Background: an optimization exercise with open tools, aiming at small area and a short achievable clock period. Do not read the settings as production practice. Function was checked by simulation only, so behaviour that the tests miss may differ from the original. No driver is modelled on the clock port, so clocking that relies on it looks cheaper here than on a real chip. Power figures rest on the tool's default switching activity, not on a simulated workload.

File: flow/flow/run.sh
#!/bin/bash
# Standard ORFS layout with these changes: ports buffered with plain buffers
# instead of delay cells, the buffers of timing-critical inputs sized for their
# load before CTS (flow/size_ports.tcl), the resizer allowed to change a cell's
# footprint, and a clock tree of smaller buffers without dummy loads.
set -euo pipefail
here=$(pwd)
bash standard.sh BUFFER_PORTS_ARGS="-buffer_cell sky130_fd_sc_hd__buf_2" MATCH_CELL_FOOTPRINT=0 \
  PRE_CTS_TCL="$here/flow/size_ports.tcl" \
  CTS_ARGS="-sink_clustering_enable -repair_clock_nets -buf_list sky130_fd_sc_hd__clkbuf_8 -sink_clustering_size 16 -sink_clustering_max_diameter 60 -dont_use_dummy_load" \
  finish > standard_flow.log 2>&1
File: flow/flow/size_ports.tcl
# Size the buffers of timing-critical input ports for the load they drive:
# repair_timing leaves the buffers that buffer_ports inserted at their first size.
estimate_parasitics -placement
foreach inst [get_cells input*] {
  set out [get_pins -of_objects $inst -filter "direction==output"]
  if {[get_property $out slack_max] > 2.5} { continue }
  set fo [llength [get_pins -of_objects [get_nets -of_objects $out] -filter "direction==input"]]
  if {$fo >= 12} {
    set cell sky130_fd_sc_hd__buf_8
  } elseif {$fo >= 6} {
    set cell sky130_fd_sc_hd__buf_6
  } elseif {$fo >= 3} {
    set cell sky130_fd_sc_hd__buf_4
  } else {
    continue
  }
  puts "size_ports: [get_full_name $inst] fanout $fo slack [get_property $out slack_max] -> $cell"
  replace_cell $inst [get_lib_cells $cell]
}
File: flow/standard.sh
#!/bin/bash
# synth_recipe.tcl (not shown) runs the flow's synth.tcl, then flattens the netlist and writes it again
# the make line also repeats each setting of config.mk as NAME=value (left out here)
make -C /OpenROAD-flow-scripts/flow DESIGN_CONFIG=/design/flow/config.mk WORK_HOME=/design/flow/orfs CLKGATE_MAP_FILE= SYNTH_SCRIPT=/design/flow/synth_recipe.tcl "${@:-finish}"
File: flow/config.mk
export PLATFORM = sky130hd
export DESIGN_NAME = fpu_8097_stack_ctl
export DESIGN_NICKNAME = fpu_8097_stack_ctl
export VERILOG_FILES = /design/flow/design.v
export SDC_FILE = /design/flow/constraint.sdc
export NUM_CORES = 4
export LEC_CHECK = 0
export CAP_MARGIN = 20
export CORE_MARGIN = 2
export CORE_UTILIZATION = 40
export SETUP_SLACK_MARGIN = 2.5
export SLEW_MARGIN = 20
export SYNTH_HIERARCHICAL = 1
export TNS_END_PERCENT = 5
File: flow/constraint.sdc
create_clock -name core_clock -period 5.0 [get_ports {clk}]
set_input_delay 1.0000 -clock core_clock [delete_from_list [all_inputs] [get_ports {clk}]]
set_output_delay 1.0000 -clock core_clock [all_outputs]
set_load 0.01 [all_outputs]
File: flow/design.v
module fpu_8097_stack_ctl #(
    parameter int DEPTH = 8,
    parameter int WIDTH = 80,
    localparam int TOPW = $clog2(DEPTH)
) (
    input  logic             clk,
    input  logic             rst,
    input  logic             op_valid,
    output logic             op_ready,
    input  logic [2:0]       op_code,
    input  logic [TOPW-1:0]  op_idx,
    input  logic [WIDTH-1:0] op_wdata,
    output logic             rsp_valid,
    input  logic             rsp_ready,
    output logic [WIDTH-1:0] rsp_data,
    output logic [7:0]       rsp_fault,
    input  logic             sw_clr,
    output logic [15:0]      sw,
    output logic [TOPW-1:0]  top,
    output logic [DEPTH-1:0] tag
);
    logic [DEPTH-1:0][WIDTH-1:0] mem;      
    logic [DEPTH-1:0][TOPW-1:0]  rel;      
    logic [DEPTH-1:0]            rtag;     
    logic [DEPTH-1:0]            sel;      
    logic                        f_any, f_ovf, f_ill;
    logic                        ie, c1;
    logic             acc, is_push, is_pop, is_read, is_wr, is_xch, is_free;
    logic             t0, t7, t_i, ovf, unf, ok_push, ok_pop, ok_xch, rd_ok;
    logic [TOPW-1:0]  ridx;
    logic [DEPTH-1:0] didx, rtag_n, nsel, wen, hit_i, hit_0, hit_7, rsel, pdec, tag_n;
    logic [WIDTH-1:0] rd;
    assign op_ready = !rsp_valid || rsp_ready;
    assign acc      = op_valid && op_ready;
    assign is_push = op_code == 3'd1;
    assign is_pop  = op_code == 3'd2;
    assign is_read = op_code == 3'd3;
    assign is_wr   = op_code == 3'd4;
    assign is_xch  = op_code == 3'd5;
    assign is_free = op_code == 3'd6;
    assign t0  = rtag[0];
    assign t7  = rtag[DEPTH-1];
    fpu_8097_stack_dec u_dec (.a(op_idx), .y(didx));
    assign t_i = |(didx & rtag);
    assign ok_push = is_push && !t7;
    assign ok_pop  = is_pop && t0;
    assign ok_xch  = is_xch && t0 && t_i;
    assign ovf     = is_push && t7;
    assign unf     = (is_pop && !t0) || (is_read && !t_i) || (is_xch && !(t0 && t_i));
    assign rd_ok   = ok_pop || ok_xch || (is_read && t_i);
    always_comb
        for (int s = 0; s < DEPTH; s++) begin
            hit_i[s] = rel[s] == op_idx;
            hit_0[s] = rel[s] == '0;
            hit_7[s] = rel[s] == TOPW'(DEPTH - 1);
        end
    assign wen = {DEPTH{acc}} & (({DEPTH{ok_push}} & hit_7) | ({DEPTH{is_wr}} & hit_i));
    always_ff @(posedge clk)
        for (int s = 0; s < DEPTH; s++)
            if (wen[s]) mem[s] <= op_wdata;
    assign rsel = is_read ? hit_i : hit_0;
    assign nsel = acc ? (rsel & {DEPTH{rd_ok}}) : sel;
    fpu_8097_stack_rdmux #(.DEPTH(DEPTH), .WIDTH(WIDTH)) u_rdmux (
        .mem(mem), .sel(nsel), .rd(rd)
    );
    always_comb
        for (int k = 0; k < DEPTH; k++)
            pdec[k] = TOPW'(TOPW'(k) - top) == op_idx;
    always_comb begin
        tag_n = tag;
        if (ok_push) tag_n[TOPW'(top - 1'b1)] = 1'b1;
        if (ok_pop)  tag_n[top] = 1'b0;
        if (is_wr)   tag_n = tag_n | pdec;
        if (is_free) tag_n = tag_n & ~pdec;
    end
    always_comb begin
        rtag_n = rtag;
        if (ok_push) rtag_n = {rtag[DEPTH-2:0], 1'b1};
        if (ok_pop)  rtag_n = {1'b0, rtag[DEPTH-1:1]};
        if (is_wr)   rtag_n = rtag_n | didx;
        if (is_free) rtag_n = rtag_n & ~didx;
    end
    assign rsp_fault = {3'b000, f_any, 2'b00, f_ill, f_ovf};
    assign sw        = {2'b00, top, 1'b0, c1, 1'b0, ie, ie, 5'b00000, ie};
    always_ff @(posedge clk or posedge rst) begin
        if (rst) begin
            top       <= '0;
            tag       <= '0;
            rtag      <= '0;
            sel       <= '0;
            for (int s = 0; s < DEPTH; s++) rel[s] <= TOPW'(s);
            rsp_data  <= '0;
            f_any     <= 1'b0;
            f_ovf     <= 1'b0;
            f_ill     <= 1'b0;
            ie        <= 1'b0;
            c1        <= 1'b0;
            rsp_valid <= 1'b0;
        end else begin
            if (acc) begin
                if (ok_push) top <= top - 1'b1;
                else if (ok_pop) top <= top + 1'b1;
                tag  <= tag_n;
                rtag <= rtag_n;
                for (int s = 0; s < DEPTH; s++) begin
                    if (ok_push) rel[s] <= rel[s] + 1'b1;
                    else if (ok_pop) rel[s] <= rel[s] - 1'b1;
                    else if (ok_xch && hit_0[s]) rel[s] <= op_idx;
                    else if (ok_xch && hit_i[s]) rel[s] <= '0;
                end
                f_any    <= unf || ovf || op_code == 3'd7;
                f_ovf    <= ovf;
                f_ill    <= op_code == 3'd7;
            end
            sel       <= nsel;
            rsp_data  <= rd;
            rsp_valid <= acc || (rsp_valid && !rsp_ready);
            ie <= (acc && (ovf || unf)) || (ie && !sw_clr);
            c1 <= (acc && (ovf || unf)) ? ovf : (c1 && !sw_clr);
        end
    end
endmodule
module fpu_8097_stack_rdmux #(
    parameter int DEPTH = 8,
    parameter int WIDTH = 80
) (
    input  logic [DEPTH-1:0][WIDTH-1:0] mem,
    input  logic [DEPTH-1:0]            sel,
    output logic [WIDTH-1:0]            rd
);
    always_comb begin
        rd = '0;
        for (int s = 0; s < DEPTH; s++)
            rd = rd | (mem[s] & {WIDTH{sel[s]}});
    end
endmodule
module fpu_8097_stack_dec (
    input  logic [2:0] a,
    output logic [7:0] y
);
    always_comb
        for (int k = 0; k < 8; k++)
            y[k] = a == 3'(k);
endmodule
==> flow_metrics.env, run 1 <==
export IMPL_status="complete, no violations"
export IMPL_max_freq_mhz=347
export IMPL_start_util=0.406
export IMPL_synth_area_leaders="edfxtp_1, dfrtp_1, a22oi_1, buf_6, ha_1"
export IMPL_dr_pass1_iters=5
export IMPL_whs_path_depth=2
export IMPL_cts_tree="done"
export IMPL_grt_pass1_wl_um=126000
export IMPL_synth_flop_cell="edfxtp_1"
export IMPL_grt_max_degree=87
export IMPL_rsz0062_at_grt="true"
export IMPL_maxCapViolations=0
export IMPL_nNetsFinal=2211
export IMPL_globalplace_congestion=0.822
export IMPL_cts_sinks=777
export IMPL_dp_hpwl_um=41400
export IMPL_path_cells="buf_16 -> and3b_2 -> a22oi_2 -> nand4_1 -> a21oi_4 -> nor2_4 -> buf_6 -> buf_8 -> a22o_4 -> a22oi_1 -> nand4_1"
export IMPL_p_per_area_nw_per_um2=402
export IMPL_dp_cells=2830
export IMPL_synth_top_area_frac=0.646
export IMPL_worstPathRequired_ns=5.40
export IMPL_multiInputGateArea_um2=7460
export IMPL_via_per_inst=6.05
export IMPL_worst_path_buf_inv=3
export IMPL_slew_violations=0
export IMPL_netlist_instances=1738
export IMPL_die_w_um=277
export IMPL_final_common_cell="edfxtp_1"
export IMPL_hold_viol_final=0
export IMPL_cp_max_fo=8
export IMPL_cp_depth=11
export IMPL_core_area_um2=73300
export IMPL_slew_headroom=0.417
export IMPL_numPortBuffers=193
export IMPL_reg2reg_depth=9
export IMPL_drc=0
export IMPL_syn_to_final_growth_pct=19.4
export IMPL_syn_avg_cell_area_um2=17.1
export IMPL_async_reset_ff_frac=0.176
export IMPL_min_path_type="reg -> reg"
export IMPL_antenna_found_initial=19
export IMPL_slowest_delay_ns=0.32
export IMPL_numCtsBuffers=59
export IMPL_grt_overflow_total=0
export IMPL_fin_skew_ns=0.105
export IMPL_tns_ns=0
export IMPL_finalNonFillerCells=3041
export IMPL_io_pins=208
export IMPL_num_rows=99
export IMPL_leakage_nw=12.5
export IMPL_die_h_um=277
export IMPL_setup_viol=0
export IMPL_clock_latency_ns=0.73
export IMPL_layout_common_cells="edfxtp_1, a22oi_1, buf_2"
export IMPL_routed_wl_um=90000
export IMPL_synth_warnings=9
export IMPL_ant_nets=0
export IMPL_crit_slowest_cell="nand4_1"
export IMPL_post_drt_wl_per_cell_um=29.6
export IMPL_synth_edff_count=640
export IMPL_ys_seq_area_frac=0.762
export IMPL_irDropWorstVdd_uv=235
export IMPL_drtIter0Drc=2148
export IMPL_fin_crit_ns=2.89
export IMPL_vias=18400
export IMPL_cp_end_kind="flip-flop"
export IMPL_clk_pin_slew_ns=0.10
export IMPL_grt_pass1_vias=17900
export IMPL_yosysUniqueCellTypes=59
export IMPL_die_area_um2=76600
export IMPL_cp_start_kind="input port"
export IMPL_crit_arrival_ns=3.29
export IMPL_regArea_um2=22700
export IMPL_grtUsageTotal=0.221
export IMPL_critical_path_most_common_cell="nand4_1"
export IMPL_fillers=6089
export IMPL_cpLargestDelayFamily="compound AO/OA/AOI/OAI gates"
export IMPL_ys_seq_elements=777
export IMPL_drive_above_1_share=0.307
export IMPL_fin_crit_sh=0.577
export IMPL_synth_largest_area_cell="edfxtp_1"
export IMPL_crit_type="in -> reg"
export IMPL_worst_pin_slew_ns=0.875
export IMPL_netlist_area_um2=29700
## cell type report
type,instances,area share
sequential,777,0.638
clock buffer,59,0.0229
timing repair buffer,352,0.0923
inverter,25,0.00275
antenna,6,0.000423
tap,959,0.0338
multi-input combinational,863,0.210
## cell families after synthesis
family | count (synthesis) | share of synthesized area
flops | 777 | 0.762
fa+ha+maj | 42 | 0.0177
compound gates | 478 | 0.118
xor+xnor | 47 | 0.0138
simple gates | 212 | 0.0396
buf+inv | 157 | 0.0404
mux | 24 | 0.00879
other cells | 1 | 0.000126
## worst min-delay path, stage by stage, from the launching register on
cell and delay [ns]:
edfxtp_1 0.34, a22oi_1 0.08, nand4_1 0.07
## state kept, by name, summed over array words and instances, names as in the netlist, 3 cells and up
| register | count |
|---|---|
| tag | 8 |
| mem | 640 |
| top | 3 |
| rsp_data | 80 |
| sel | 8 |
| rel | 24 |
| rtag | 8 |
## per-stage QoR
step	power [mW]	hold WS (ns)	setup WS (ns)	util	area, µm²
finish	14.3	0.434	2.11	0.484	35500
global route	14.8	0.469	2.13	0.484	35500
global placement	10.5	0.455	0.940	0.434	31800
detailed placement	10.6	0.460	0.859	0.434	31800
floorplan	9.58	0.447	1.52	-	30000
CTS	14.0	0.430	2.25	0.469	34400
## path summary, 6_finish.rpt
kind,startpoint,to,slack (ns)
max in group asynchronous,rst,rsp_data[24],3.72
worst max register to register,rtag[0],rsp_data[51],2.19
worst min-delay path,mem[205],rsp_data[45],0.43
worst max-delay path,op_idx[2],rsp_data[51],2.11
min in group asynchronous,rst,rsp_data[52],0.47
worst min register to register,mem[205],rsp_data[45],0.43
## routing by layer
layer  vias up  GRT usage  share of wire
li1       7762          -              -
met1      9494      0.299           0.40
met2       909      0.361           0.48
met3       211     0.0484          0.087
met4        24     0.0630          0.033
met5         -          0         0.0019
## repair_timing
| action | in CTS | in global routing |
|---|---|---|
| pin swaps | 35 | 57 |
| buffers inserted | 46 | 31 |
| hold buffers | 0 | 0 |
| setup endpoints to repair | 726 | 546 |
| cloned | 54 | 15 |
| resized for setup | 102 | 124 |
## cell usage after synthesis (21+ instances only)
| cell | instances |
|---|---|
| buf_4 | 26 |
| o21ai_0 | 26 |
| edfxtp_1 | 640 |
| inv_1 | 25 |
| ha_1 | 42 |
| nor2_1 | 34 |
| buf_6 | 65 |
| buf_2 | 21 |
| nand2_1 | 33 |
| xor2_1 | 38 |
| a22oi_1 | 341 |
| a21oi_1 | 32 |
| nand4_1 | 83 |
| dfrtp_1 | 125 |
## per-module statistics from Yosys (local to each module, per instance), excerpt
module              flip-flops and latches  area, µm²  cells inside  times used
fpu_8097_stack_dec                       0       65.1             8           1
fpu_8097_stack_ctl                     777      26000          1258           1
## power by group
group | switching [mW] | internal (mW)
combinational | 2.10 | 1.34
clock | 1.93 | 1.05
sequential | 0.390 | 7.47
==> run 2, diff against run 1 <==
--- a/flow/flow/run.sh
+++ b/flow/flow/run.sh
@@ -8,4 +8,4 @@
 bash standard.sh BUFFER_PORTS_ARGS="-buffer_cell sky130_fd_sc_hd__buf_2" MATCH_CELL_FOOTPRINT=0 \
   PRE_CTS_TCL="$here/flow/size_ports.tcl" \
-  CTS_ARGS="-sink_clustering_enable -repair_clock_nets -buf_list sky130_fd_sc_hd__clkbuf_8 -sink_clustering_size 16 -sink_clustering_max_diameter 60 -dont_use_dummy_load" \
+  CTS_ARGS="-sink_clustering_enable -repair_clock_nets -buf_list sky130_fd_sc_hd__clkbuf_4 -sink_clustering_size 9 -sink_clustering_max_diameter 45 -dont_use_dummy_load" \
   finish > standard_flow.log 2>&1
--- a/flow/flow/size_ports.tcl
+++ b/flow/flow/size_ports.tcl
@@ -18,2 +18,9 @@
   replace_cell $inst [get_lib_cells $cell]
 }
+# Split the high-fanout nets (the per-slot write enables and read selects, 80
+# loads each) into buffer trees before the clock tree and timing repair.
+set_max_fanout 20 [current_design]
+estimate_parasitics -placement
+repair_design -slew_margin $::env(SLEW_MARGIN) -cap_margin $::env(CAP_MARGIN)
+estimate_parasitics -placement
+detailed_placement
--- a/flow/config.mk
+++ b/flow/config.mk
@@ -8,7 +8,7 @@
 export CAP_MARGIN = 20
 export CORE_MARGIN = 2
-export CORE_UTILIZATION = 40
-export SETUP_SLACK_MARGIN = 2.5
+export CORE_UTILIZATION = 65
+export SETUP_SLACK_MARGIN = 2.7
 export SLEW_MARGIN = 20
 export SYNTH_HIERARCHICAL = 1
-export TNS_END_PERCENT = 5
+export TNS_END_PERCENT = 10
==> run 2 against run 1 <==
  * Still clean
  * Critical path depth grew 4
  * Die area down 38%
  * Combinational power is 7.3% higher
  * Area after synthesis stayed put
  * Sequential power is 0.5% lower
  * Final cell count shrank 8.5%
  * Critical path type unchanged
==> flow_metrics.env, run 2 <==
export IMPL_status="complete, no violations"
export IMPL_drtIter0Drc=2632
export IMPL_tns_ns=0
export IMPL_fin_crit_sh=0.529
export IMPL_worstPathRequired_ns=5.72
export IMPL_post_drt_wl_per_cell_um=30.4
export IMPL_netlist_instances=1738
export IMPL_dr_pass1_iters=5
export IMPL_worst_path_buf_inv=7
export IMPL_yosysUniqueCellTypes=59
export IMPL_hold_viol_final=0
export IMPL_min_path_type="in -> reg"
export IMPL_cp_start_kind="input port"
export IMPL_fin_skew_ns=0.0690
export IMPL_cpLargestDelayFamily="buffers and inverters"
export IMPL_dp_cells=2459
export IMPL_whs_path_depth=2
export IMPL_grtUsageTotal=0.328
export IMPL_rsz0062_at_grt="true"
export IMPL_setup_viol=0
export IMPL_numPortBuffers=193
export IMPL_globalplace_congestion=0.850
export IMPL_top_register="mem"
export IMPL_nNetsFinal=2305
export IMPL_cp_max_fo=8
export IMPL_rrSetupSlack_ns=2.38
export IMPL_grt_overflow_total=0
export IMPL_grt_pass1_wl_um=113000
export IMPL_synth_largest_area_cell="edfxtp_1"
export IMPL_r2r_start="rtag[1]"
export IMPL_die_w_um=218
export IMPL_hold_ws_ns=0.274
export IMPL_largest_reg_flops=640
export IMPL_start_util=0.657
export IMPL_finalNonFillerCells=2783
export IMPL_synth_most_common_cell="edfxtp_1"
export IMPL_leakage_nw=12.9
export IMPL_ant_nets=0
export IMPL_critPathCapture="rsp_data[73]"
export IMPL_grt_pass1_vias=17800
export IMPL_worst_pin_slew_ns=0.911
export IMPL_async_reset_ff_frac=0.176
export IMPL_ys_seq_area_frac=0.762
export IMPL_netlist_area_um2=29700
export IMPL_core_area_um2=45300
export IMPL_die_area_um2=47500
export IMPL_synth_warnings=9
export IMPL_ys_seq_elements=777
export IMPL_synth_top_area_frac=0.646
export IMPL_reg2reg_depth=12
export IMPL_maxCapViolations=0
export IMPL_max_freq_mhz=378
export IMPL_synth_area_leaders="edfxtp_1, dfrtp_1, a22oi_1, buf_6, ha_1"
export IMPL_clk_pin_slew_ns=0.10
export IMPL_worstSetupStartpoint="op_idx[1]"
export IMPL_vias=19000
export IMPL_r2r_end="rsp_data[73]"
export IMPL_dp_hpwl_um=35500
export IMPL_yosys_top_cells_count="edfxtp_1, a22oi_1, dfrtp_1, nand4_1, buf_6"
export IMPL_fillers=2410
export IMPL_utilization=0.799
export IMPL_critical_path_most_common_cell="buf_12"
export IMPL_slew_violations=0
export IMPL_via_per_inst=6.81
export IMPL_pre_cts_ws_ns=1.18
export IMPL_irDropWorstVdd_uv=316
export IMPL_drive_above_1_share=0.380
export IMPL_drc=0
export IMPL_io_pins=208
export IMPL_num_rows=78
export IMPL_crit_type="in -> reg"
export IMPL_crit_arrival_ns=3.37
export IMPL_reg_largest_list="mem (640), rsp_data (80), rel (24)"
export IMPL_grt_max_degree=21
export IMPL_path_cells="buf_12 -> buf_12 -> and3b_2 -> a22oi_2 -> nand4_1 -> a21oi_1 -> nor2_1 -> buf_6 -> a22o_4 -> buf_12 -> buf_12 -> buf_16 -> buf_12 -> a22oi_2 -> nand4_1"
export IMPL_crit_slowest_cell="a22o_4"
export IMPL_synth_edff_count=640
export IMPL_timing_final_ws_setup_ns=2.35
export IMPL_syn_to_final_growth_pct=21.7
export IMPL_numCtsBuffers=100
export IMPL_cp_depth=15
export IMPL_p_per_area_nw_per_um2=398
export IMPL_slew_headroom=0.391
export IMPL_cp_end_kind="flip-flop"
export IMPL_antenna_found_initial=11
export IMPL_clock_latency_ns=0.90
export IMPL_syn_avg_cell_area_um2=17.1
export IMPL_fin_crit_ns=2.65
export IMPL_synth_flop_cell="edfxtp_1"
export IMPL_cts_sinks=777
export IMPL_slowest_delay_ns=0.25
export IMPL_final_common_cell="edfxtp_1"
export IMPL_cts_tree="done"
export IMPL_layout_common_cells="edfxtp_1, buf_2, a22oi_2"
export IMPL_routed_wl_um=84700
export IMPL_die_h_um=218
-- run 2: cell types whose count changed in the layout (fill, tap and decap cells not counted), sizes merged --
cell | previous run | this run
a22o | 58 | 12
buf | 335 | 400
clkbuf | 76 | 148
clkdlybuf4s50 | 0 | 1
diode | 6 | 13
dlygate4sd3 | 0 | 1
dlymetal6s2s | 0 | 1
-- run 2: area by class of cell --
class | count | area, µm² | share of cell area
diodes | 13 | 32.5 | 0.000899
inverters | 25 | 97.6 | 0.00270
flip-flops and latches | 777 | 22700 | 0.627
multi-input cells | 817 | 7130 | 0.197
well taps | 600 | 751 | 0.0207
clock buffers | 100 | 751 | 0.0207
repair buffers | 451 | 4760 | 0.131
-- run 2: per-stage QoR --
step / instance area, µm² / power, mW
finish: 36200 / 14.4
global route: 36200 / 14.9
CTS: 34000 / 13.7
detailed placement: 31200 / 10.5
global placement: 31200 / 10.4
floorplan: 30000 / 9.58
-- run 2: cell families after synthesis --
family                   after synthesis  share of synthesized area
AND/OR/NAND/NOR                      212                     0.0396
adder cells (fa/ha/maj)               42                     0.0177
AO/OA/AOI/OAI                        478                      0.118
flip-flops                           777                      0.762
multiplexers                          24                    0.00879
buffers and inverters                157                     0.0404
XOR/XNOR                              47                     0.0138
other                                  1                   0.000126
-- run 2: repair_timing --
item                                    in CTS  in global routing
resized for setup                          371                247
pin swaps                                   41                 80
hold endpoints to repair                     1                  0
setup buffers                               55                 36
gates cloned                                15                 33
endpoints found under the setup margin     927                712
hold buffers                                 1                  0
-- run 2: per-module statistics from Yosys, one instance, submodules excluded, excerpt --
| module | times used | flops+latches |
|---|---|---|
| fpu_8097_stack_ctl | 1 | 777 |
| fpu_8097_stack_dec | 1 | 0 |
-- run 2: where the power goes --
part           total [mW]  internal [mW]  switching (mW)
combinational        3.69           1.67            2.02
sequential           7.82           7.47           0.341
clock                2.88          0.915            1.97
-- run 2: worst register-to-register path, cell delays in order (launching register included) --
cell	delay [ns]
dfrtp_1	0.46
a22oi_2	0.25
nand4_1	0.17
a21oi_1	0.18
nor2_1	0.07
buf_6	0.17
a22o_4	0.26
buf_12	0.13
buf_12	0.12
buf_16	0.15
buf_12	0.16
a22oi_2	0.18
nand4_1	0.15
-- run 2: worst min path at each step --
stage / start / end / slack, ns
floorplan: mem[240] / rsp_data[0] / 0.45
global placement: mem[288] / rsp_data[48] / 0.46
detailed placement: mem[270] / rsp_data[30] / 0.46
CTS: sw_clr / ie / 0.26
global route: sw_clr / ie / 0.22
finish: sw_clr / ie / 0.27
-- run 2: per-layer routing --
metal,part of all wire,track usage,vias to the layer above
li1,-,-,7856
met1,0.38,0.460,9585
met2,0.49,0.522,1279
met3,0.10,0.0711,230
met4,0.035,0.100,4
met5,0.00028,0,-
==> run 3, diff against run 2 <==
--- a/flow/config.mk
+++ b/flow/config.mk
@@ -8,6 +8,6 @@
 export CAP_MARGIN = 20
 export CORE_MARGIN = 2
-export CORE_UTILIZATION = 65
-export SETUP_SLACK_MARGIN = 2.7
+export CORE_UTILIZATION = 60
+export SETUP_SLACK_MARGIN = 2.6
 export SLEW_MARGIN = 20
 export SYNTH_HIERARCHICAL = 1
==> run 3 against run 2 <==
  * Worst setup slack got worse by 0.014 ns
  * Synthesized cell count unchanged
  * Sequential share of layout area up 3.2 points
  * Core utilization is 9.5 points lower
  * Via count down 6.2%
==> flow_metrics.env, run 3 <==
export IMPL_synth_most_common_cell="edfxtp_1"
export IMPL_vias=17800
export IMPL_clock_latency_ns=0.88
export IMPL_syn_to_final_growth_pct=15.8
export IMPL_fillers=3227
export IMPL_slew_violations=0
export IMPL_synth_top_area_frac=0.646
export IMPL_ant_nets=0
export IMPL_start_util=0.608
export IMPL_fin_skew_ns=0.0711
export IMPL_ys_seq_area_frac=0.762
export IMPL_drtIter0Drc=1794
export IMPL_globalplace_congestion=0.829
export IMPL_grt_pass1_wl_um=111000
export IMPL_yosys_top_cells_count="edfxtp_1, a22oi_1, dfrtp_1, nand4_1, buf_6"
export IMPL_yosysUniqueCellTypes=59
export IMPL_dr_pass1_iters=5
export IMPL_grt_overflow_total=0
export IMPL_clk_pin_slew_ns=0.09
export IMPL_setup_viol=0
export IMPL_io_pins=208
export IMPL_netlist_area_um2=29700
export IMPL_timing_final_ws_setup_ns=2.34
export IMPL_crit_type="in -> reg"
export IMPL_die_w_um=227
export IMPL_reg_largest_list="mem (640), rsp_data (80), rel (24)"
export IMPL_ys_seq_elements=777
export IMPL_synth_largest_area_cell="edfxtp_1"
export IMPL_worstPathRequired_ns=5.52
export IMPL_antenna_found_initial=12
export IMPL_route_met3_wl_um=6680
export IMPL_worst_pin_slew_ns=0.739
export IMPL_met2_length_um=37100
export IMPL_cts_sinks=777
export IMPL_post_drt_wl_per_cell_um=27.8
export IMPL_grtUsageTotal=0.300
export IMPL_max_freq_mhz=376
export IMPL_syn_avg_cell_area_um2=17.1
export IMPL_netlist_instances=1738
export IMPL_cts_tree="done"
export IMPL_top_layer="met5"
export IMPL_p_per_area_nw_per_um2=397
export IMPL_via_per_inst=6.41
export IMPL_top_register="mem"
export IMPL_fin_crit_ns=2.66
export IMPL_drive_above_1_share=0.305
export IMPL_nNetsFinal=2235
export IMPL_status="complete, no violations"
export IMPL_m1WireLength_um=31300
export IMPL_numPortBuffers=193
export IMPL_num_rows=81
export IMPL_slew_headroom=0.507
export IMPL_maxCapViolations=0
export IMPL_tns_ns=0
export IMPL_synth_warnings=9
export IMPL_cp_start_kind="input port"
export IMPL_layout_common_cells="edfxtp_1, a22oi_1, buf_2"
export IMPL_synth_area_leaders="edfxtp_1, dfrtp_1, a22oi_1, buf_6, ha_1"
export IMPL_numCtsBuffers=101
export IMPL_largest_reg_flops=640
export IMPL_async_reset_ff_frac=0.176
export IMPL_core_area_um2=49000
export IMPL_die_area_um2=51400
export IMPL_cp_end_kind="flip-flop"
export IMPL_rsz0062_at_grt="true"
export IMPL_grt_max_degree=21
export IMPL_irDropWorstVdd_uv=301
export IMPL_cp_max_fo=20
export IMPL_grt_pass1_vias=17400
export IMPL_synth_flop_cell="edfxtp_1"
export IMPL_final_common_cell="edfxtp_1"
export IMPL_fin_crit_sh=0.532
export IMPL_min_path_type="in -> async"
export IMPL_pre_cts_ws_ns=1.07
export IMPL_routed_wl_um=77200
export IMPL_leakage_nw=12.2
export IMPL_drc=0
export IMPL_crit_arrival_ns=3.18
export IMPL_dp_hpwl_um=36700
export IMPL_die_h_um=227
export IMPL_synth_edff_count=640
export IMPL_hold_viol_final=0
-- run 3: worst max-delay path, cell delays in order --
cell and delay [ns]:
buf_12 0.11, buf_4 0.14, clkbuf_16 0.18, xor2_1 0.17, nor3_1 0.38, a22oi_2 0.14
nor2_4 0.15, buf_12 0.11, buf_2 0.44, buf_6 0.33
-- run 3: power breakdown --
group	switching (mW)	internal, mW	total (mW)
clock network	1.89	0.924	2.81
registers	0.340	7.47	7.81
logic	1.75	1.30	3.05
-- run 3: cells by family (layout without fill, tap and decap cells) --
group,Yosys count,after routing,synth area share
flip-flops,777,777,0.762
AO/OA/AOI/OAI,478,479,0.118
AND/OR/NAND/NOR,212,212,0.0396
buffers and inverters,157,505,0.0404
XOR/XNOR,47,47,0.0138
adder cells (fa/ha/maj),42,42,0.0177
multiplexers,24,24,0.00879
other,1,22,0.000126
-- run 3: layout make-up --
cell class / instances / area (µm²) / area share
Multi-Input combinational cell: 818 / 6560 / 0.191
Clock buffer: 101 / 758 / 0.0220
Timing Repair Buffer: 379 / 3510 / 0.102
Tap cell: 664 / 831 / 0.0241
Inverter: 25 / 97.6 / 0.00283
Sequential cell: 777 / 22700 / 0.658
Antenna cell: 8 / 20.0 / 0.000581
-- run 3: modules after synthesis (local to each module, per instance), excerpt --
| module | copies in the design | area [µm²] | flip-flops and latches |
|---|---|---|---|
| fpu_8097_stack_ctl | 1 | 26000 | 777 |
| fpu_8097_stack_dec | 1 | 65.1 | 0 |
-- run 3: what timing repair did --
item,CTS,global route
setup buffers,35,11
gates cloned,10,9
resized for setup,291,103
hold buffers,0,0
pin swaps,14,21
setup endpoints to repair,918,681
-- run 3: per-layer routing --
metal | global-route usage | vias to the layer above
li1 | - | 7693
met1 | 0.427 | 9059
met2 | 0.474 | 857
met3 | 0.0612 | 152
met4 | 0.0934 | 10
met5 | 0 | -
-- run 3: per-stage QoR --
step	cells	util	hold WS [ns]	area (µm²)	power, mW
after floorplan	1751	-	0.447	30000	9.58
after global placement	2531	0.641	0.458	31400	10.5
after detailed placement	2531	0.641	0.463	31400	10.5
after CTS	2744	0.691	0.0108	33800	13.6
after global routing	2770	0.703	0.0427	34400	14.3
final	2772	0.704	0.103	34400	13.7
-- run 3: path summary, 6_finish.rpt --
path,startpoint,end,slack [ns],depth (start not counted)
setup / recovery,op_idx[1],mem[132],2.34,10
hold / removal,rst,rsp_data[75],0.10,3
setup reg to reg,rel[14],mem[399],2.36,7
hold reg to reg,mem[262],rsp_data[22],0.44,2
max in group asynchronous,rst,top[0],2.63,5
min in group core_clock,sw_clr,ie,0.34,2
==> run 4, diff against run 3 <==
--- a/flow/design.v
+++ b/flow/design.v
@@ -61,7 +61,20 @@
     assign rsel = is_read ? hit_i : hit_0;
     assign nsel = acc ? (rsel & {DEPTH{rd_ok}}) : sel;
-    fpu_8097_stack_rdmux #(.DEPTH(DEPTH), .WIDTH(WIDTH)) u_rdmux (
-        .mem(mem), .sel(nsel), .rd(rd)
-    );
+    logic [3:0][DEPTH-1:0] nsel_q;
+    for (genvar q = 0; q < 4; q++) begin : g_nsel
+        fpu_8097_stack_nsel u_nsel (
+            .acc(acc), .ok(rd_ok), .rsel(rsel), .sel(sel), .nsel(nsel_q[q])
+        );
+    end
+    logic [3:0][DEPTH-1:0][WIDTH/4-1:0] mq;
+    always_comb
+        for (int q = 0; q < 4; q++)
+            for (int s = 0; s < DEPTH; s++)
+                mq[q][s] = mem[s][q*(WIDTH/4) +: WIDTH/4];
+    for (genvar q = 0; q < 4; q++) begin : g_rd
+        fpu_8097_stack_rdmux #(.DEPTH(DEPTH), .WIDTH(WIDTH/4)) u_rdmux (
+            .mem(mq[q]), .sel(nsel_q[q]), .rd(rd[q*(WIDTH/4) +: WIDTH/4])
+        );
+    end
     always_comb
         for (int k = 0; k < DEPTH; k++)
@@ -143,2 +156,11 @@
             y[k] = a == 3'(k);
 endmodule
+module fpu_8097_stack_nsel (
+    input  logic       acc,
+    input  logic       ok,
+    input  logic [7:0] rsel,
+    input  logic [7:0] sel,
+    output logic [7:0] nsel
+);
+    assign nsel = acc ? (rsel & {8{ok}}) : sel;
+endmodule
--- a/flow/flow/size_ports.tcl
+++ b/flow/flow/size_ports.tcl
@@ -18,9 +18,2 @@
   replace_cell $inst [get_lib_cells $cell]
 }
-# Split the high-fanout nets (the per-slot write enables and read selects, 80
-# loads each) into buffer trees before the clock tree and timing repair.
-set_max_fanout 20 [current_design]
-estimate_parasitics -placement
-repair_design -slew_margin $::env(SLEW_MARGIN) -cap_margin $::env(CAP_MARGIN)
-estimate_parasitics -placement
-detailed_placement
--- a/flow/config.mk
+++ b/flow/config.mk
@@ -9,6 +9,6 @@
 export CORE_MARGIN = 2
 export CORE_UTILIZATION = 60
-export SETUP_SLACK_MARGIN = 2.6
+export SETUP_SLACK_MARGIN = 2.5
 export SLEW_MARGIN = 20
 export SYNTH_HIERARCHICAL = 1
-export TNS_END_PERCENT = 10
+export TNS_END_PERCENT = 5
==> run 4 against run 3 <==
  * Still clean on timing, DRC and antenna
  * Via count decreased by 0.95%
  * Sequential power decreased by 2%
  * Die area increased by 1.0%
  * Area after synthesis increased by 1.1%
  * Count of clock-buffer cells in the layout increased by 1
  * Final area decreased by 3.9%
  * Power decreased by 6.4%
  * Combinational power decreased by 25%
  * Critical path type is now reg -> out
  * Critical endpoint is now sw[11]
==> flow_metrics.env, run 4 <==
export IMPL_yosysUniqueCellTypes=67
export IMPL_grt_overflow_total=0
export IMPL_min_path_type="in -> async"
export IMPL_grt_pass1_wl_um=109000
export IMPL_clk_pin_slew_ns=0.10
export IMPL_netlist_instances=1846
export IMPL_fin_skew_ns=0.0892
export IMPL_core_area_um2=49800
export IMPL_synth_adder_area_share=0.0162
export IMPL_synthXorXnorAreaFrac=0.0154
export IMPL_crit_slowest_cell="dfrtp_1"
export IMPL_drive_above_1_share=0.218
export IMPL_nNetsFinal=2233
export IMPL_vias=17600
export IMPL_leakage_nw=11.6
export IMPL_numPortBuffers=193
export IMPL_post_drt_wl_per_cell_um=25.9
export IMPL_netlist_area_um2=30100
export IMPL_ys_seq_elements=777
export IMPL_irDropWorstVdd_uv=245
export IMPL_path_cells="buf_2"
export IMPL_grtUsageTotal=0.280
export IMPL_io_pins=208
export IMPL_die_w_um=228
export IMPL_crit_type="reg -> out"
export IMPL_rsz0062_at_grt="true"
export IMPL_cp_start_kind="flip-flop"
export IMPL_start_util=0.604
export IMPL_numCtsBuffers=102
export IMPL_synth_flop_cell="edfxtp_1"
export IMPL_hold_ws_ns=0.311
export IMPL_die_area_um2=51900
export IMPL_routed_wl_um=71900
export IMPL_async_reset_ff_frac=0.176
export IMPL_top_register="mem"
export IMPL_synth_warnings=9
export IMPL_fin_crit_ns=2.71
export IMPL_ant_nets=0
export IMPL_synth_top_family_by_area="compound AO/OA/AOI/OAI gates"
export IMPL_cts_sinks=777
export IMPL_maxCapViolations=0
export IMPL_largest_reg_flops=640
export IMPL_dr_pass1_iters=6
export IMPL_syn_avg_cell_area_um2=16.3
export IMPL_synth_area_leaders="edfxtp_1, dfrtp_1, a22oi_1, nand4_1, ha_1"
export IMPL_synth_largest_area_cell="edfxtp_1"
export IMPL_cpLargestDelayFamily="flip-flops"
export IMPL_fin_crit_sh=0.542
export IMPL_status="complete, no violations"
export IMPL_ys_seq_area_frac=0.754
export IMPL_via_per_inst=6.35
export IMPL_cts_tree="done"
export IMPL_timing_final_ws_setup_ns=2.29
export IMPL_slowest_delay_ns=0.64
export IMPL_drtIter0Drc=1632
export IMPL_synth_mux_area_frac=0.00104
export IMPL_p_per_area_nw_per_um2=387
export IMPL_dp_cells=2648
export IMPL_globalplace_congestion=0.831
export IMPL_synth_compound_area_share=0.130
export IMPL_tns_ns=0
export IMPL_pre_cts_ws_ns=0.691
export IMPL_yosys_top_cells_count="edfxtp_1, a22oi_1, dfrtp_1, nand4_1, nand2_1"
export IMPL_layout_common_cells="edfxtp_1, a22oi_1, buf_2"
export IMPL_synth_simple_area_share=0.0485
export IMPL_syn_to_final_growth_pct=10.1
export IMPL_grt_pass1_vias=17700
export IMPL_setup_viol=0
export IMPL_finalPower_mw=12.8
export IMPL_dp_hpwl_um=39200
export IMPL_antenna_found_initial=7
export IMPL_finalNonFillerCells=2774
export IMPL_cp_max_fo=12
export IMPL_slew_violations=0
export IMPL_crit_arrival_ns=1.71
export IMPL_synth_top_area_frac=0.639
export IMPL_worst_pin_slew_ns=0.869
export IMPL_clock_latency_ns=0.88
export IMPL_cp_end_kind="primary output"
export IMPL_ctsHoldBuffers=0
export IMPL_drc=0
export IMPL_die_h_um=228
export IMPL_num_rows=82
export IMPL_slew_headroom=0.418
export IMPL_max_freq_mhz=369
export IMPL_final_common_cell="edfxtp_1"
export IMPL_grt_max_degree=105
export IMPL_synth_most_common_cell="edfxtp_1"
export IMPL_synth_edff_count=640
export IMPL_hold_viol_final=0
export IMPL_reg_largest_list="mem (640), rsp_data (80), rel (24)"
export IMPL_worstPathRequired_ns=4.00
export IMPL_worst_path_buf_inv=1
run 4: cell families (layout without fill, tap and decap cells):
group	after synthesis	after routing
simple gates	272	272
xor+xnor	48	48
compound gates	530	530
mux	3	3
other cells	1	15
fa+ha+maj	39	39
buf+inv	176	418
flops	777	777
run 4: power breakdown:
part           switching (mW)  leakage (nW)  internal, mW  total, mW
Sequential              0.294          7.55          7.38       7.67
Clock                    1.91         0.469         0.932       2.84
Combinational            1.41          3.63         0.882       2.29
run 4: final cells by class:
cell class	instances	area, µm²
Timing Repair Buffer	273	1950
Tap cell	672	841
Multi-Input combinational cell	906	6710
Antenna cell	1	2.50
Inverter	43	173
Fill cell	3564	16700
Clock buffer	102	766
Sequential cell	777	22700
run 4: what timing repair did:
item,4_1_cts,5_1_grt
gates cloned,0,0
endpoints found under the setup margin,664,659
setup buffers,12,10
pin swaps,7,3
resized for setup,43,1
run 4: layer usage:
layer / global-route usage / routed length [µm] / vias up
met2: 0.451 / 35100 / 623
met4: 0.0785 / 1270 / 10
met5: 0 / 67 / -
met3: 0.0466 / 4970 / 111
li1: - / - / 7853
met1: 0.400 / 30500 / 9005
run 4: modules after synthesis (local to each module, per instance), excerpt:
module / flip-flops and latches / copies in the design / cells / cell area (µm²)
fpu_8097_stack_ctl: 777 / 1 / 1314 / 26200
fpu_8097_stack_dec: 0 / 1 / 8 / 65.1
fpu_8097_stack_nsel: 0 / 4 / 15 / 104
run 4: stage by stage:
step / instance area, µm² / util
3_5_place_dp: 31900 / 0.640
5_1_grt: 33100 / 0.665
4_1_cts: 33000 / 0.662
2_1_floorplan: 30300 / -
6_report: 33100 / 0.665
3_3_place_gp: 31900 / 0.640
run 4: path summary, 6_finish.rpt:
check                      startpoint            to  slack [ns]  depth (start not counted)
max                            top[0]        sw[11]        2.29                          1
min                               rst  rsp_data[66]        0.31                          3
max reg2reg                    rel[0]  rsp_data[69]        2.38                          9
min reg2reg                  mem[299]  rsp_data[59]        0.42                          2
max in group asynchronous         rst        tag[1]        4.05                          3
min in group core_clock        sw_clr            ie        0.36                          2
==> run 5, diff against run 4 <==
--- a/flow/design.v
+++ b/flow/design.v
@@ -23,11 +23,12 @@
     logic [DEPTH-1:0][TOPW-1:0]  rel;      
     logic [DEPTH-1:0]            rtag;     
+    logic [DEPTH-1:0]            vs;       
     logic [DEPTH-1:0]            sel;      
     logic                        f_any, f_ovf, f_ill;
     logic                        ie, c1;
     logic             acc, is_push, is_pop, is_read, is_wr, is_xch, is_free;
-    logic             t0, t7, t_i, ovf, unf, ok_push, ok_pop, ok_xch, rd_ok;
+    logic             t0, t7, t_i, ovf, unf, ok_push, ok_pop, ok_xch;
     logic [TOPW-1:0]  ridx;
-    logic [DEPTH-1:0] didx, rtag_n, nsel, wen, hit_i, hit_0, hit_7, rsel, pdec, tag_n;
+    logic [DEPTH-1:0] didx, vs_n, rtag_n, nsel, wen, hit_i, hit_0, hit_7, rsel, pdec, tag_n;
     logic [WIDTH-1:0] rd;
     assign op_ready = !rsp_valid || rsp_ready;
@@ -48,5 +49,4 @@
     assign ovf     = is_push && t7;
     assign unf     = (is_pop && !t0) || (is_read && !t_i) || (is_xch && !(t0 && t_i));
-    assign rd_ok   = ok_pop || ok_xch || (is_read && t_i);
     always_comb
         for (int s = 0; s < DEPTH; s++) begin
@@ -59,22 +59,10 @@
         for (int s = 0; s < DEPTH; s++)
             if (wen[s]) mem[s] <= op_wdata;
-    assign rsel = is_read ? hit_i : hit_0;
-    assign nsel = acc ? (rsel & {DEPTH{rd_ok}}) : sel;
-    logic [3:0][DEPTH-1:0] nsel_q;
-    for (genvar q = 0; q < 4; q++) begin : g_nsel
-        fpu_8097_stack_nsel u_nsel (
-            .acc(acc), .ok(rd_ok), .rsel(rsel), .sel(sel), .nsel(nsel_q[q])
-        );
-    end
-    logic [3:0][DEPTH-1:0][WIDTH/4-1:0] mq;
-    always_comb
-        for (int q = 0; q < 4; q++)
-            for (int s = 0; s < DEPTH; s++)
-                mq[q][s] = mem[s][q*(WIDTH/4) +: WIDTH/4];
-    for (genvar q = 0; q < 4; q++) begin : g_rd
-        fpu_8097_stack_rdmux #(.DEPTH(DEPTH), .WIDTH(WIDTH/4)) u_rdmux (
-            .mem(mq[q]), .sel(nsel_q[q]), .rd(rd[q*(WIDTH/4) +: WIDTH/4])
-        );
-    end
+    assign rsel = ({DEPTH{is_read}} & hit_i & vs) | ({DEPTH{ok_pop}} & hit_0) |
+                  ({DEPTH{ok_xch}} & hit_0);
+    assign nsel = acc ? rsel : sel;
+    fpu_8097_stack_rdmux #(.DEPTH(DEPTH), .WIDTH(WIDTH)) u_rdmux (
+        .mem(mem), .sel(nsel), .rd(rd)
+    );
     always_comb
         for (int k = 0; k < DEPTH; k++)
@@ -86,4 +74,11 @@
         if (is_wr)   tag_n = tag_n | pdec;
         if (is_free) tag_n = tag_n & ~pdec;
+    end
+    always_comb begin
+        vs_n = vs;
+        if (is_push) vs_n = vs_n | hit_7;
+        if (is_pop)  vs_n = vs_n & ~hit_0;
+        if (is_wr)   vs_n = vs_n | hit_i;
+        if (is_free) vs_n = vs_n & ~hit_i;
     end
     always_comb begin
@@ -101,4 +96,5 @@
             tag       <= '0;
             rtag      <= '0;
+            vs        <= '0;
             sel       <= '0;
             for (int s = 0; s < DEPTH; s++) rel[s] <= TOPW'(s);
@@ -116,4 +112,5 @@
                 tag  <= tag_n;
                 rtag <= rtag_n;
+                vs   <= vs_n;
                 for (int s = 0; s < DEPTH; s++) begin
                     if (ok_push) rel[s] <= rel[s] + 1'b1;
@@ -156,11 +153,2 @@
             y[k] = a == 3'(k);
 endmodule
-module fpu_8097_stack_nsel (
-    input  logic       acc,
-    input  logic       ok,
-    input  logic [7:0] rsel,
-    input  logic [7:0] sel,
-    output logic [7:0] nsel
-);
-    assign nsel = acc ? (rsel & {8{ok}}) : sel;
-endmodule
--- a/flow/config.mk
+++ b/flow/config.mk
@@ -9,6 +9,6 @@
 export CORE_MARGIN = 2
 export CORE_UTILIZATION = 60
-export SETUP_SLACK_MARGIN = 2.5
+export SETUP_SLACK_MARGIN = 2.6
 export SLEW_MARGIN = 20
 export SYNTH_HIERARCHICAL = 1
-export TNS_END_PERCENT = 5
+export TNS_END_PERCENT = 10
==> run 5 against run 4 <==
  * Routed wire length up 11%
  * Final area is 4.8% higher
  * Area after synthesis up 0.80%
  * First-iteration DRC count increased by 5.0%
  * Final cell count rose by 0.18%
  * Die area up 0.78%
  * Critical path depth rose by 12
  * Core utilization up 2.9 points
  * Non-clock buffer count is 44 higher
  * Global-route usage down 0.60 points
  * Critical path type is now in -> reg
  * Largest cell class unchanged
==> flow_metrics.env, run 5 <==
export IMPL_slew_violations=0
export IMPL_final_cell_area_um2=34700
export IMPL_final_common_cell="edfxtp_1"
export IMPL_antenna_found_initial=12
export IMPL_crit_type="in -> reg"
export IMPL_reg_largest_list="mem (640), rsp_data (80), rel (24)"
export IMPL_top_register="mem"
export IMPL_maxCapViolations=0
export IMPL_syn_avg_cell_area_um2=16.8
export IMPL_slew_headroom=0.296
export IMPL_rsz0062_at_grt="true"
export IMPL_die_area_um2=52300
export IMPL_fin_skew_ns=0.117
export IMPL_min_path_type="in -> reg"
export IMPL_post_drt_wl_per_cell_um=28.8
export IMPL_grt_max_degree=146
export IMPL_clock_latency_ns=0.92
export IMPL_start_util=0.606
export IMPL_cts_tree="done"
export IMPL_yosysUniqueCellTypes=75
export IMPL_clk_pin_slew_ns=0.10
export IMPL_syn_to_final_growth_pct=14.5
export IMPL_tns_ns=0
export IMPL_num_rows=82
export IMPL_die_h_um=229
export IMPL_die_w_um=229
export IMPL_worstPathRequired_ns=5.77
export IMPL_setup_viol=0
export IMPL_status="complete, no violations"
export IMPL_irDropWorstVdd_uv=231
export IMPL_dp_hpwl_um=35400
export IMPL_p_per_area_nw_per_um2=371
export IMPL_hold_viol_final=0
export IMPL_cp_max_fo=11
export IMPL_ys_seq_area_frac=0.755
export IMPL_grt_pass1_vias=17500
export IMPL_drc=0
export IMPL_async_reset_ff_frac=0.185
export IMPL_fillers=3354
export IMPL_netlist_instances=1803
export IMPL_drive_above_1_share=0.289
export IMPL_cts_sinks=785
export IMPL_grt_overflow_total=0
export IMPL_nNetsFinal=2234
export IMPL_synth_top_area_frac=0.634
export IMPL_max_freq_mhz=385
export IMPL_leakage_nw=12.2
export IMPL_via_per_inst=6.49
export IMPL_numCtsBuffers=103
export IMPL_crit_arrival_ns=3.37
export IMPL_yosys_top_cells_count="edfxtp_1, a22oi_1, dfrtp_1, nand2_1, nand4_1"
export IMPL_synth_edff_count=640
export IMPL_core_area_um2=50000
export IMPL_synth_warnings=9
export IMPL_layout_common_cells="edfxtp_1, a22oi_1, buf_2"
export IMPL_synth_area_leaders="edfxtp_1, dfrtp_1, a22oi_1, buf_6, nand4_1"
export IMPL_drtIter0Drc=1714
export IMPL_dp_cells=2585
export IMPL_synth_largest_area_cell="edfxtp_1"
export IMPL_synth_most_common_cell="edfxtp_1"
export IMPL_routed_wl_um=80000
export IMPL_fin_crit_ns=2.60
export IMPL_netlist_area_um2=30300
export IMPL_grtUsageTotal=0.273
export IMPL_finalNonFillerCells=2779
export IMPL_pre_cts_ws_ns=1.18
export IMPL_synth_flop_cell="edfxtp_1"
export IMPL_ys_seq_elements=785
export IMPL_largest_reg_flops=640
export IMPL_worst_pin_slew_ns=1.05
export IMPL_fin_crit_sh=0.519
export IMPL_dr_pass1_iters=6
export IMPL_vias=18000
export IMPL_timing_final_ws_setup_ns=2.40
export IMPL_io_pins=208
export IMPL_cp_end_kind="flip-flop"
export IMPL_ant_nets=0
export IMPL_grt_pass1_wl_um=107000
export IMPL_cp_start_kind="input port"
export IMPL_dpl_cell_area_um2=31800
export IMPL_utilization=0.694
export IMPL_globalplace_congestion=0.816
export IMPL_numPortBuffers=193
==> run 5: cell type report <==
cell class,instances,area [µm²],area share
inverter,23,90.1,0.00260
timing repair buffer,317,2950,0.0850
multi-input combinational,874,7160,0.206
sequential,785,22900,0.659
tap,672,841,0.0242
antenna,5,12.5,0.000361
clock buffer,103,773,0.0223
==> run 5: cell families after synthesis <==
family          share of synthesized area
mux                               0.00380
other cells                      0.000124
fa+ha+maj                          0.0161
simple gates                       0.0493
compound gates                      0.121
buf+inv                            0.0415
flops                               0.755
xor+xnor                           0.0136
==> run 5: worst paths after layout <==
path	slack (ns)	cells past startpoint	startpoint	endpoint
worst max-delay path	2.40	13	op_idx[0]	rsp_data[42]
worst min-delay path	0.34	1	op_wdata[19]	mem[259]
worst max register to register	2.48	11	rtag[3]	rsp_data[42]
worst min register to register	0.48	1	f_ill	f_ill
max in group asynchronous	3.72	3	rst	rtag[6]
min in group asynchronous	0.36	3	rst	rsp_data[67]
==> run 5: critical path: stages <==
cell	delay, ns
buf_16	0.13
and3b_2	0.24
a22oi_2	0.23
a41oi_4	0.14
or2_4	0.35
buf_6	0.14
a32oi_4	0.22
o21ai_4	0.15
buf_12	0.18
buf_6	0.11
buf_12	0.14
a22oi_1	0.19
nand4_1	0.12
==> run 5: what timing repair did <==
| action | CTS | global route |
|---|---|---|
| setup buffers | 8 | 39 |
| gates resized for setup | 28 | 177 |
| pin swaps | 1 | 79 |
| hold buffers | 0 | 0 |
| endpoints found under the setup margin | 517 | 698 |
| gates cloned | 2 | 37 |
==> run 5: per-stage QoR <==
stage	hold WS, ns	total power, mW
after detailed placement	0.461	9.76
after floorplan	0.447	9.10
after global routing	0.278	13.5
after global placement	0.451	9.71
final	0.340	12.9
after CTS	0.255	12.7
==> run 5: where the power goes <==
| part | internal [mW] | switching (mW) | leakage [nW] | total [mW] |
|---|---|---|---|---|
| sequential | 7.43 | 0.279 | 7.66 | 7.71 |
| combinational | 0.933 | 1.36 | 4.10 | 2.29 |
| clock | 0.940 | 1.94 | 0.474 | 2.89 |
==> run 5: routing by layer <==
metal  global-route usage  part of all wire  vias to the layer above  wire (µm)
met5                    0            0.0011                        -         87
met1                0.386              0.41                     9321      32800
li1                     -                 -                     7775          -
met2                0.443              0.49                      803      39300
met3               0.0533             0.077                      136       6170
met4               0.0715             0.021                       14       1670
==> run 5: modules after synthesis (local to each module, per instance), a selection <==
module / cells / flops+latches / times used / area, µm²
fpu_8097_stack_ctl: 1323 / 785 / 1 / 26600
fpu_8097_stack_dec: 8 / 0 / 1 / 65.1
==> run 6, diff against run 5 <==
--- a/flow/config.mk
+++ b/flow/config.mk
@@ -8,6 +8,6 @@
 export CAP_MARGIN = 20
 export CORE_MARGIN = 2
-export CORE_UTILIZATION = 60
-export SETUP_SLACK_MARGIN = 2.6
+export CORE_UTILIZATION = 65
+export SETUP_SLACK_MARGIN = 2.7
 export SLEW_MARGIN = 20
 export SYNTH_HIERARCHICAL = 1
==> run 6 against run 5 <==
  * Final cell count shrank 1.7%
  * Register-to-register slack is essentially flat
  * Largest power group unchanged
  * Power is essentially flat
  * First-iteration DRC count grew 13%
==> flow_metrics.env, run 6 <==
export IMPL_setup_viol=0
export IMPL_grt_pass1_wl_um=105000
export IMPL_cpLargestDelayFamily="compound AO/OA/AOI/OAI gates"
export IMPL_min_path_type="in -> async"
export IMPL_synth_area_leaders="edfxtp_1, dfrtp_1, a22oi_1, buf_6, nand4_1"
export IMPL_vias=18400
export IMPL_die_area_um2=48300
export IMPL_worst_path_buf_inv=4
export IMPL_grt_pass1_vias=17500
export IMPL_dr_pass1_iters=6
export IMPL_hold_viol_final=0
export IMPL_antenna_found_initial=9
export IMPL_crit_type="in -> reg"
export IMPL_worst_pin_slew_ns=0.979
export IMPL_die_w_um=220
export IMPL_fin_skew_ns=0.0981
export IMPL_tns_ns=0
export IMPL_grt_overflow_total=0
export IMPL_cts_tree="done"
export IMPL_fin_crit_sh=0.511
export IMPL_netlist_instances=1803
export IMPL_core_area_um2=46300
export IMPL_clock_power_share=0.221
export IMPL_ys_seq_elements=785
export IMPL_reg_largest_list="mem (640), rsp_data (80), rel (24)"
export IMPL_worstPathRequired_ns=5.71
export IMPL_critical_path_most_common_cell="buf_12"
export IMPL_routed_wl_um=80900
export IMPL_die_h_um=220
export IMPL_layout_common_cells="edfxtp_1, a22oi_1, buf_2"
export IMPL_cp_start_kind="input port"
export IMPL_rsz0062_at_grt="true"
export IMPL_dp_cells=2534
export IMPL_synth_most_common_cell="edfxtp_1"
export IMPL_leakage_nw=12.4
export IMPL_pwr_share_comb=0.181
export IMPL_power_frac_seq=0.598
export IMPL_cts_sinks=785
export IMPL_final_common_cell="edfxtp_1"
export IMPL_synth_warnings=9
export IMPL_ant_nets=0
export IMPL_synth_flop_cell="edfxtp_1"
export IMPL_dpl_cell_area_um2=31900
export IMPL_synth_largest_area_cell="edfxtp_1"
export IMPL_switchingPower_mw=3.58
export IMPL_drtIter0Drc=1942
export IMPL_post_drt_wl_per_cell_um=29.6
export IMPL_async_reset_ff_frac=0.185
export IMPL_cp_end_kind="flip-flop"
export IMPL_fin_crit_ns=2.55
export IMPL_maxCapViolations=0
export IMPL_io_pins=208
export IMPL_nNetsFinal=2249
export IMPL_synth_top_area_frac=0.634
export IMPL_p_sw_frac=0.278
export IMPL_numPortBuffers=193
export IMPL_syn_to_final_growth_pct=16.1
export IMPL_largest_reg_flops=640
export IMPL_globalplace_congestion=0.813
export IMPL_yosys_top_cells_count="edfxtp_1, a22oi_1, dfrtp_1, nand2_1, nand4_1"
export IMPL_max_freq_mhz=392
export IMPL_status="complete, no violations"
export IMPL_via_per_inst=6.72
export IMPL_intPower_mw=9.29
export IMPL_drive_above_1_share=0.320
export IMPL_num_rows=79
export IMPL_top_register="mem"
export IMPL_netlist_area_um2=30300
export IMPL_yosysUniqueCellTypes=75
export IMPL_slew_headroom=0.344
export IMPL_utilization=0.760
export IMPL_start_util=0.655
export IMPL_synth_edff_count=640
export IMPL_dp_hpwl_um=36600
export IMPL_p_per_area_nw_per_um2=366
export IMPL_finalNonFillerCells=2733
export IMPL_numCtsBuffers=101
export IMPL_clock_latency_ns=0.91
export IMPL_crit_slowest_cell="or2_4"
export IMPL_clk_pin_slew_ns=0.09
export IMPL_crit_arrival_ns=3.27
export IMPL_slew_violations=0
export IMPL_drc=0
export IMPL_irDropWorstVdd_uv=291
export IMPL_slowest_delay_ns=0.36
export IMPL_grt_max_degree=82
export IMPL_grtUsageTotal=0.294
export IMPL_syn_avg_cell_area_um2=16.8
export IMPL_ys_seq_area_frac=0.755
export IMPL_path_cells="buf_16 -> and3b_2 -> a22oi_2 -> a41oi_4 -> or2_4 -> a32oi_2 -> o21ai_4 -> buf_12 -> buf_4 -> buf_12 -> a22oi_1 -> nand4_1"
export IMPL_final_cell_area_um2=35200
export IMPL_cp_max_fo=11
-- run 6: cell types whose count changed in the layout (fill, tap and decap cells not counted), moves of 3 or more --
cell / before / now
a22oi_1: 249 / 192
a22oi_2: 92 / 149
buf_12: 28 / 38
buf_2: 180 / 186
buf_4: 37 / 43
buf_6: 34 / 25
clkbuf_16: 22 / 25
diode_2: 5 / 9
-- run 6: area by class of cell --
| type | instances | area, µm² |
|---|---|---|
| well taps | 607 | 759 |
| flip-flops and latches | 785 | 22900 |
| diodes | 9 | 22.5 |
| multi-input cells | 875 | 7440 |
| repair buffers | 333 | 3220 |
| clock buffers | 101 | 758 |
| fillers | 2721 | 11100 |
| inverters | 23 | 90.1 |
-- run 6: cells by family after synthesis --
kind of cell,synth area share
flip-flops,0.755
AO/OA/AOI/OAI,0.121
AND/OR/NAND/NOR,0.0493
buffers and inverters,0.0415
XOR/XNOR,0.0136
adder cells (fa/ha/maj),0.0161
multiplexers,0.00380
other,0.000124
-- run 6: Yosys stat by module, one instance, submodules excluded, excerpt --
module	flip-flops and latches	copies in the design	cell area, µm²	cells inside
fpu_8097_stack_dec	0	1	65.1	8
fpu_8097_stack_ctl	785	1	26600	1323
-- run 6: repair_timing --
item,4_1_cts,5_1_grt
hold buffers,0,0
cloned,2,39
buffers inserted,12,36
endpoints found under the setup margin,856,692
resized for setup,8,253
pin swaps,5,55
-- run 6: per-stage QoR --
step                setup slack, ns  hold WS [ns]  power [mW]
detailed placement            0.989         0.460        9.78
global route                   2.38         0.205        13.4
global placement               1.06         0.451        9.72
floorplan                      1.31         0.447        9.10
CTS                            2.27         0.206        12.6
finish                         2.45         0.255        12.9
-- run 6: path summary, 6_finish.rpt --
kind                       startpoint           end  slack, ns  cells after the start
max                         op_idx[1]  rsp_data[66]       2.45                     12
min                               rst  rsp_data[31]       0.25                      2
max reg2reg                   rtag[7]  rsp_data[66]       2.48                     10
min reg2reg                  mem[101]  rsp_data[21]       0.46                      2
max in group asynchronous         rst       rtag[3]       3.69                      3
min in group core_clock        sw_clr            ie       0.34                      2
-- run 6: power groups by stage --
| stage | clock network, mW | registers [mW] | logic, mW |
|---|---|---|---|
| after floorplan | 0 | 7.86 | 1.25 |
| after global routing | 3.14 | 7.74 | 2.52 |
| after detailed placement | 0 | 7.84 | 1.94 |
| final | 2.84 | 7.70 | 2.33 |
| after global placement | 0 | 7.84 | 1.89 |
| after CTS | 2.90 | 7.70 | 1.97 |
-- run 6: routing by layer --
| layer | global-route usage | vias to the layer above | wire, µm |
|---|---|---|---|
| met1 | 0.406 | 9374 | 31500 |
| met2 | 0.478 | 977 | 39200 |
| met3 | 0.0638 | 190 | 7530 |
| met5 | 0 | - | 54 |
| li1 | - | 7830 | - |
| met4 | 0.0888 | 8 | 2610 |

## re-timing with driven ports
Ports are ideal in the flow. The routed layouts listed here were re-timed in OpenROAD. Step 1: set_driving_cell puts a clkbuf_16 on clk and a buf_2 on each other input, an assumption about the parent block. Step 2, shift: input delay + t, output delay - t, t = (earliest + latest rising clock arrival at the registers) / 2. This alone moves slack from input paths to output paths. Three values: ideal, step 1, step 2; two values: the first two.
| run | t (ns) | setup WS [ns] | cell pins on the clock port's net |
|---|---|---|---|
| run 1 | 0.738 | 2.114 / 1.993 / 1.255 | 1 |
| run 2 | 0.914 | 2.353 / 2.340 / 1.425 | 1 |
| run 3 | 0.902 | 2.339 / 2.336 / 1.434 | 1 |
| run 4 | 0.899 | 2.289 / 2.230 / 1.426 | 1 |
| run 5 | 0.919 | 2.403 / 2.292 / 1.373 | 1 |
| run 6 | 0.910 | 2.446 / 2.368 / 1.457 | 1 |
After both steps setup and hold are still met in every run listed. For run 5, which loses most, drivers alone change the setup slack by -0.111 ns; drivers and shift together by -1.030 ns.
